This is an optimization exercise on Yosys and OpenROAD, whose aim is small area, a short achievable clock period and few clock cycles per item, not a production implementation.
Where RTL was checked, it was by simulation tests only, not by an equivalence proof against the original.
No functional check of the RTL was part of run 2.
Power figures rest on the tool's default switching activity, not on a simulated workload.

==> flow/design.v, too long to show whole: its modules and the start of the top module <==
// module fp_mult_pipe: 1240 lines
module fp_mult_pipe #(
    parameter int EXP_W = 8,
    parameter int MAN_W = 23
) (
    input  logic                   clk,
    input  logic                   rst_n,
    input  logic                   in_valid,
    output logic                   in_ready,
    input  logic [EXP_W+MAN_W:0]   a,
    input  logic [EXP_W+MAN_W:0]   b,
    output logic                   out_valid,
    input  logic                   out_ready,
    output logic [EXP_W+MAN_W:0]   product,
    output logic [4:0]             flags
);
  // ...
==> flow/flow/run.sh <==
#!/bin/bash
# Standard ORFS layout through standard.sh, with three changes to how it is made:
#  - Yosys's quick ABC pass inside "synth" is skipped (SYNTH_ARGS=-noabc), so the
#    full-adder extraction sees the RTL's adder expressions directly; the final
#    ABC mapping, register mapping and naming are unchanged.
#  - ports are buffered with buf_2 cells instead of the delay cells buffer_ports
#    picks on its own (still one buffer on every input and output port);
#  - timing repair aims past the standard flow's slack target (SETUP_SLACK_MARGIN), which
#    shortens the achieved period. The SDC and clock period are the standard flow's.
# Each tool's full output goes to standard_flow.log and ORFS's own logs/.
set -euo pipefail
cd "$(dirname "$0")/.."
MARGIN=$(cat flow/margin.txt 2>/dev/null || echo 6.5)
bash standard.sh SYNTH_ARGS=-noabc SETUP_SLACK_MARGIN=$MARGIN "BUFFER_PORTS_ARGS=-buffer_cell sky130_fd_sc_hd__buf_2" finish > standard_flow.log 2>&1
==> flow/flow/margin.txt <==
5.75
==> flow/standard.sh <==
#!/bin/bash
# synth_recipe.tcl (not shown) runs the flow's synth.tcl, then flattens the netlist and writes it again
# the make line also repeats each setting of config.mk as NAME=value (left out here)
make -C /OpenROAD-flow-scripts/flow DESIGN_CONFIG=/design/flow/config.mk WORK_HOME=/design/flow/orfs CLKGATE_MAP_FILE= SYNTH_SCRIPT=/design/flow/synth_recipe.tcl "${@:-finish}"
==> flow/config.mk <==
export PLATFORM = sky130hd
export DESIGN_NAME = fp_mult_pipe
export DESIGN_NICKNAME = fp_mult_pipe
export VERILOG_FILES = /design/flow/design.v
export SDC_FILE = /design/flow/constraint.sdc
export NUM_CORES = 4
export LEC_CHECK = 0
export ABC_AREA = 1
export CAP_MARGIN = 20
export CORE_MARGIN = 2
export CORE_UTILIZATION = 55
export SETUP_SLACK_MARGIN = 5
export SLEW_MARGIN = 20
export TNS_END_PERCENT = 0
==> flow/constraint.sdc <==
create_clock -name core_clock -period 12.0 [get_ports {clk}]
set_input_delay 2.4000 -clock core_clock [delete_from_list [all_inputs] [get_ports {clk}]]
set_output_delay 2.4000 -clock core_clock [all_outputs]
set_load 0.01 [all_outputs]
==> run notes, run 1 <==
status no timing/DRC/antenna violations; Worst slew margin 18.6%; combinational-cell power consumption 5140 uW; CP max stage cell fa_1; end of the worst hold path v_r$_DFFE_PN0P_; GR Overflow Total 0; fraction of layout cells with a size suffix above 1 12.2%; Worst setup EP type flip-flop; post-route cell area 20400 um^2; Area-dominant class multi-input gates; largest family of logic cells by synthesized area adder cells; critical path data required time ~12 ns; Buffers, non-clock 162; Synth warnings 1; DIE WIDTH roughly 190 um; R2R cell count 2; Combinational Power Share 82.9%; max reg flops 76; Final Hold Viols 0; initial antenna violation count 1; Clock buf/inv share approximately 1.5%; MaxCap Viol Count 0; clock buf count 9; ANT nets after route 0; CTS clock-pin slew for the worst setup and hold paths ~0.070 ns; Synth Area in XOR/XNOR between 10% and 20%; clock power share under 10%; Hold/Removal Path Class flip-flop to flip-flop; Layout Cells excl Fill 2653; CTS tree done; top post-synthesis cells by area fa_1 28%, edfxtp_1 15%, xor2_1 14%; metal2 WL 26.2 mm; WP buf/inv 3; met3 WL post-DR between 6 and 7 mm; CP most frequent cell fa_1
Testbench counts, summed over its fixed seeds: cycles 8,008, items 8,000.
==> run 2, diff against run 1 <==
--- a/flow/design.v
+++ b/flow/design.v
@@ -46,17 +46,17 @@
         for (int i = 0; i < 22; i++) nz21 = nz21 | (oa[i] & ob[21-i]);
     end
     logic [24:0] yb;
     logic [11:0] one, two, neg;
     assign yb = {mb, 1'b0};
     always_comb begin
         for (int i = 0; i < 12; i++) begin
             one[i] = yb[2*i+1] ^ yb[2*i];
-            two[i] = (yb[2*i+2] & ~yb[2*i+1] & ~yb[2*i]) | (~yb[2*i+2] & yb[2*i+1] & yb[2*i]);
+            two[i] = ~(yb[2*i+1] ^ yb[2*i]) & (yb[2*i+2] ^ yb[2*i+1]);
             neg[i] = yb[2*i+2];
         end
     end
     wire [24:0] pp0 = (({25{one[0]}} & {1'b0, ma}) | ({25{two[0]}} & {ma, 1'b0})) ^ {25{neg[0]}};
     wire [24:0] pp1 = (({25{one[1]}} & {1'b0, ma}) | ({25{two[1]}} & {ma, 1'b0})) ^ {25{neg[1]}};
     wire [24:0] pp2 = (({25{one[2]}} & {1'b0, ma}) | ({25{two[2]}} & {ma, 1'b0})) ^ {25{neg[2]}};
     wire [24:0] pp3 = (({25{one[3]}} & {1'b0, ma}) | ({25{two[3]}} & {ma, 1'b0})) ^ {25{neg[3]}};
     wire [24:0] pp4 = (({25{one[4]}} & {1'b0, ma}) | ({25{two[4]}} & {ma, 1'b0})) ^ {25{neg[4]}};
==> flow/flow/margin.txt (replaced) <==
6.0
==> flow/config.mk (replaced) <==
export PLATFORM = sky130hd
export DESIGN_NAME = fp_mult_pipe
export DESIGN_NICKNAME = fp_mult_pipe
export VERILOG_FILES = /design/flow/design.v
export SDC_FILE = /design/flow/constraint.sdc
export NUM_CORES = 4
export LEC_CHECK = 0
export ABC_AREA = 1
export CAP_MARGIN = 20
export CORE_MARGIN = 2
export CORE_UTILIZATION = 40
export SETUP_SLACK_MARGIN = 5
export SLEW_MARGIN = 20
export TNS_END_PERCENT = 0
==> run 2 against run 1 <==
Area after synthesis increased by 0.28%. Sequential share of layout area decreased by 0.63 points. Critical path depth unchanged. Synthesized cell count shrank 2.1%. Worst setup slack better by 0.14 ns. First-iteration DRC count grew 17%. Core utilization shrank 15 points. Routed wire length is 8.5% higher. Register-to-register slack got worse by 0.12 ns. Global-route usage down 7.4 points. Clock-buffer cell count increased by 1. Non-clock buffer count is 13 higher. Largest power group unchanged.
==> run notes, run 2 <==
multi-input logic area around 15000 um^2; FILL cells 4461; Synth warnings 1 (unchanged); Hold/Removal Path Class flip-flop to flip-flop; DIE WIDTH 221 um (+17%); Place WS 3.57 ns; Post-Syn Nets 2585; fraction of layout cells with a size suffix above 1 15.1% (+3.0 points); Worst slew margin 34.1% (+16 points); final worst slack between 5 and 6 ns; max reg flops 76 (unchanged); Pint 3200 uW; most common cell after layout, fill and taps aside xor2_1; Worst Hold Slack 0.993 ns; IO Count 107; Async SR Flop Fraction 1.08%; HPWL after DPL 43.7 mm; critical path class input port to flip-flop; Tmin final 6.12 ns; FMAX 163 MHz; cells after synthesis 2120; peak supply drop 0.000331 V; Worst setup EP type flip-flop; Starting Density 40.4%; min-delay src v_r$_DFFE_PN0P_; Final Hold Viols 0 (unchanged); ANT nets after route 0 (unchanged); GR Overflow Total 0 (unchanged); logic depth of the worst setup path including buffers 12; CTS buffer count 9; row cnt 79; top-count cell post-synth xor2_1; FF+latch area approximately 2800 um^2; Least-Margin Pin Slew 0.987 ns; CP max stage cell fa_1; Pins Over Slew Limit 0; Post-synth EDFFs 92; Die Area 48700 um^2; crit-path max cell delay 0.49 ns; synth cell count leaders 310 x xor2_1, 266 x o22ai_1, 259 x fa_1, 252 x nand2_1, 208 x inv_1; Netlist cell types between 50 and 60; Routed WL 64.7 mm; critical path data required time 12.12 ns (about the same); worst reg-to-reg setup slack 9.98 ns; Seq/Total Area, Yosys around 15%; Clock Sinks 93; MaxCap Viol Count 0 (unchanged); WP buf/inv 3 (unchanged); Yosys reg bits 93; end of the worst hold path v_r$_DFFE_PN0P_; Layout area overhead 13.7%; worst skew pair latency 0.38 ns; Vias 16572; # setup viols final 0; nets@finish approximately 2600; top post-synthesis cells by area fa_1 28%, edfxtp_1 15%, xor2_1 14%; CP most frequent cell fa_1; Layout Cells excl Fill 2782 (+4.9%); clock buffer depth 2; switching pwr 3740 uW; CTS tree done; Reg-to-Reg End cut_r[74]$_DFFE_PP_; n_diodes 0; Combinational Power Share 84.6% (+1.7 points); placed cells 2713; core area 46500 um^2; CP Cell Sequence buf_2 -> buf_12 -> inv_1 -> ha_2 -> nand2_8 -> o22ai_1 -> xor2_1 -> fa_1 -> fa_1 -> fa_1 -> fa_1 -> fa_1; Pleak 0.00926 uW; Sequential Power Share 11.3%; global-route wire length before repair around 97 mm; WP data arrival 6.24 ns; Hold Buf Count CTS 0; Syn Area/Cell 8.85 um^2; Yosys top cell area share 27.6%; GPL Wtd Cong approximately 0.91; Sw Share 53.9%; status no timing/DRC/antenna violations; setup_tns 0 ns; drt wl/cell 23.3 um; Setup Skew 0.00627 ns; CTS root buffer clkbuf_16; Pre-antenna DRT Iters 5; Worst Setup Start Kind input port; IO Port Bufs 106; final period utilization 51.0%; vias in the first global route 16649; clock power share 4.0% (-0.6 points); commonest cells after routing, fill and taps aside 309 x xor2_1, 262 x o22ai_1, 256 x fa_1; CP Max Fanout 15; Crit Reg-Reg Startpoint v_r$_DFFE_PN0P_; Syn Std Cell Area 18800 um^2; largest net degree at the start of global routing just over 50; Biggest register cut_r; gr usage total 26.3%; CTS clock-pin slew for the worst setup and hold paths 0.07 ns (about the same); Main synth FF type edfxtp_1; Hold Path Stages 2; Top delay family on crit path adder cells; H-Tree Depth 3; pwr dens about 330 nW/um^2; initial antenna violation count 1 (unchanged); R2R cell count 2 (unchanged); largest area contributor in the netlist fa_1; RSZ-0062 raised after global routing yes; drt drc 0; Via-to-Cell Ratio 5.96; Starting DRT DRC Count 1836; die height between 200 and 250 um; biggest regs cut_r (76), e_r (10)
## run 2: cell types whose count changed after synthesis, sizes merged, moves of 5 or more
| cell | before | now |
|---|---|---|
| a21oi | 67 | 62 |
| nand4 | 30 | 22 |
| o21ai | 77 | 92 |
| o21bai | 9 | 2 |
| nand2 | 279 | 261 |
| o2111ai | 5 | 0 |
| inv | 235 | 223 |
| nor2 | 130 | 117 |
| xor2 | 289 | 310 |
| ha | 125 | 138 |
| nor3 | 4 | 10 |
| nand3 | 93 | 46 |
| clkbuf | 108 | 102 |
## run 2: per-stage QoR
step | util (%) | total power (uW) | instance area, um^2
finish | 45.9 | 6940 | 21300
global route | 45.9 | 7670 | 21300
CTS | 44.7 | 6600 | 20800
detailed placement | 42.4 | 6000 | 19700
global placement | 42.3 | 5850 | 19700
floorplan | - | 4520 | 18800
## run 2: logic make-up after synthesis
kind of cell               count (synthesis)  share of synthesized area (%)
AOI/OAI and AO/OA                        445                           14.3
and+or+nand+nor                          481                           11.1
DFF                                       93                           14.9
buffers and inverters                    381                           7.90
xor gates and xnor gates                 323                           15.1
adders and majority gates                397                           36.8
## run 2: worst max-delay path by stage
| stage | end | startpoint |
|---|---|---|
| after global routing | cut_r[44]$_DFFE_PP_ | b[7] |
| after global placement | cut_r[55]$_DFFE_PP_ | b[9] |
| after floorplan | cut_r[36]$_DFFE_PP_ | b[5] |
| after detailed placement | cut_r[55]$_DFFE_PP_ | b[9] |
| final | cut_r[59]$_DFFE_PP_ | b[15] |
| after CTS | product[14] | cut_r[29]$_DFFE_PP_ |
## run 2: final cells by class
type / instances / share of cell area [%]
repair buffers: 175 / 6.57
well taps: 607 / 3.56
clock inverters: 6 / 0.182
inverters: 234 / 4.42
clock buffers: 10 / 1.07
flip-flops and latches: 93 / 13.1
multi-input cells: 1650 / 70.9
repair inverters: 7 / 0.193
## run 2: timing repair
item                                    4_1_cts  5_1_grt
gates resized for setup                     129       63
pin swaps                                    15       18
setup buffers                                15       21
endpoints found under the setup margin      110       71
cloned                                       10        7
## run 2: power groups by stage
stage	registers (uW)	logic, uW	clock network [uW]
finish	788	5880	280
CTS	790	5530	287
floorplan	764	3760	0
detailed placement	796	5200	0
global placement	795	5060	0
global route	803	6570	297
## run 2: per-layer routing
layer  wire [um]  GRT usage [%]
met1       26400           35.2
met2       28800           41.2
met3        6350           4.82
met4        3160           12.9
met5          16              0
## run 2: worst register-to-register path: stages (launching register included)
cell and delay, ns:
dfrtp_1 0.41, nand2_4 0.54, buf_4 0.70

==> static timing again, ports no longer ideal <==
In the flow no input, the clock included, has a driving cell. The finished layouts below were timed again as built, in two steps.
Step 1 assumes that a clkbuf_16 drives the clock port and a buf_2 every other input.
Step 2 adds t to the input delays and takes it off the output delays; t is the mean of the earliest and latest rising clock arrival at the registers after step 1. Input paths then give back, and output paths get back, about the clock's delay inside the block.
a / b / c = ideal / step 1 / step 2; a / b = the first two.
run	shift t [ns]	setup slack, ns	worst hold slack (ns)	worst data-port slew with drivers (ns)
run 1	0.424	5.738 / 5.755 / 5.331	0.779 / 0.779 / 0.779	0.05
run 2	0.432	5.876 / 5.829 / 5.426	0.993 / 0.993 / 0.993	0.11
After both steps every run listed still meets setup and hold. The setup slack of run 2, which loses most, moves by -0.047 ns with the drivers and by -0.450 ns with both steps.
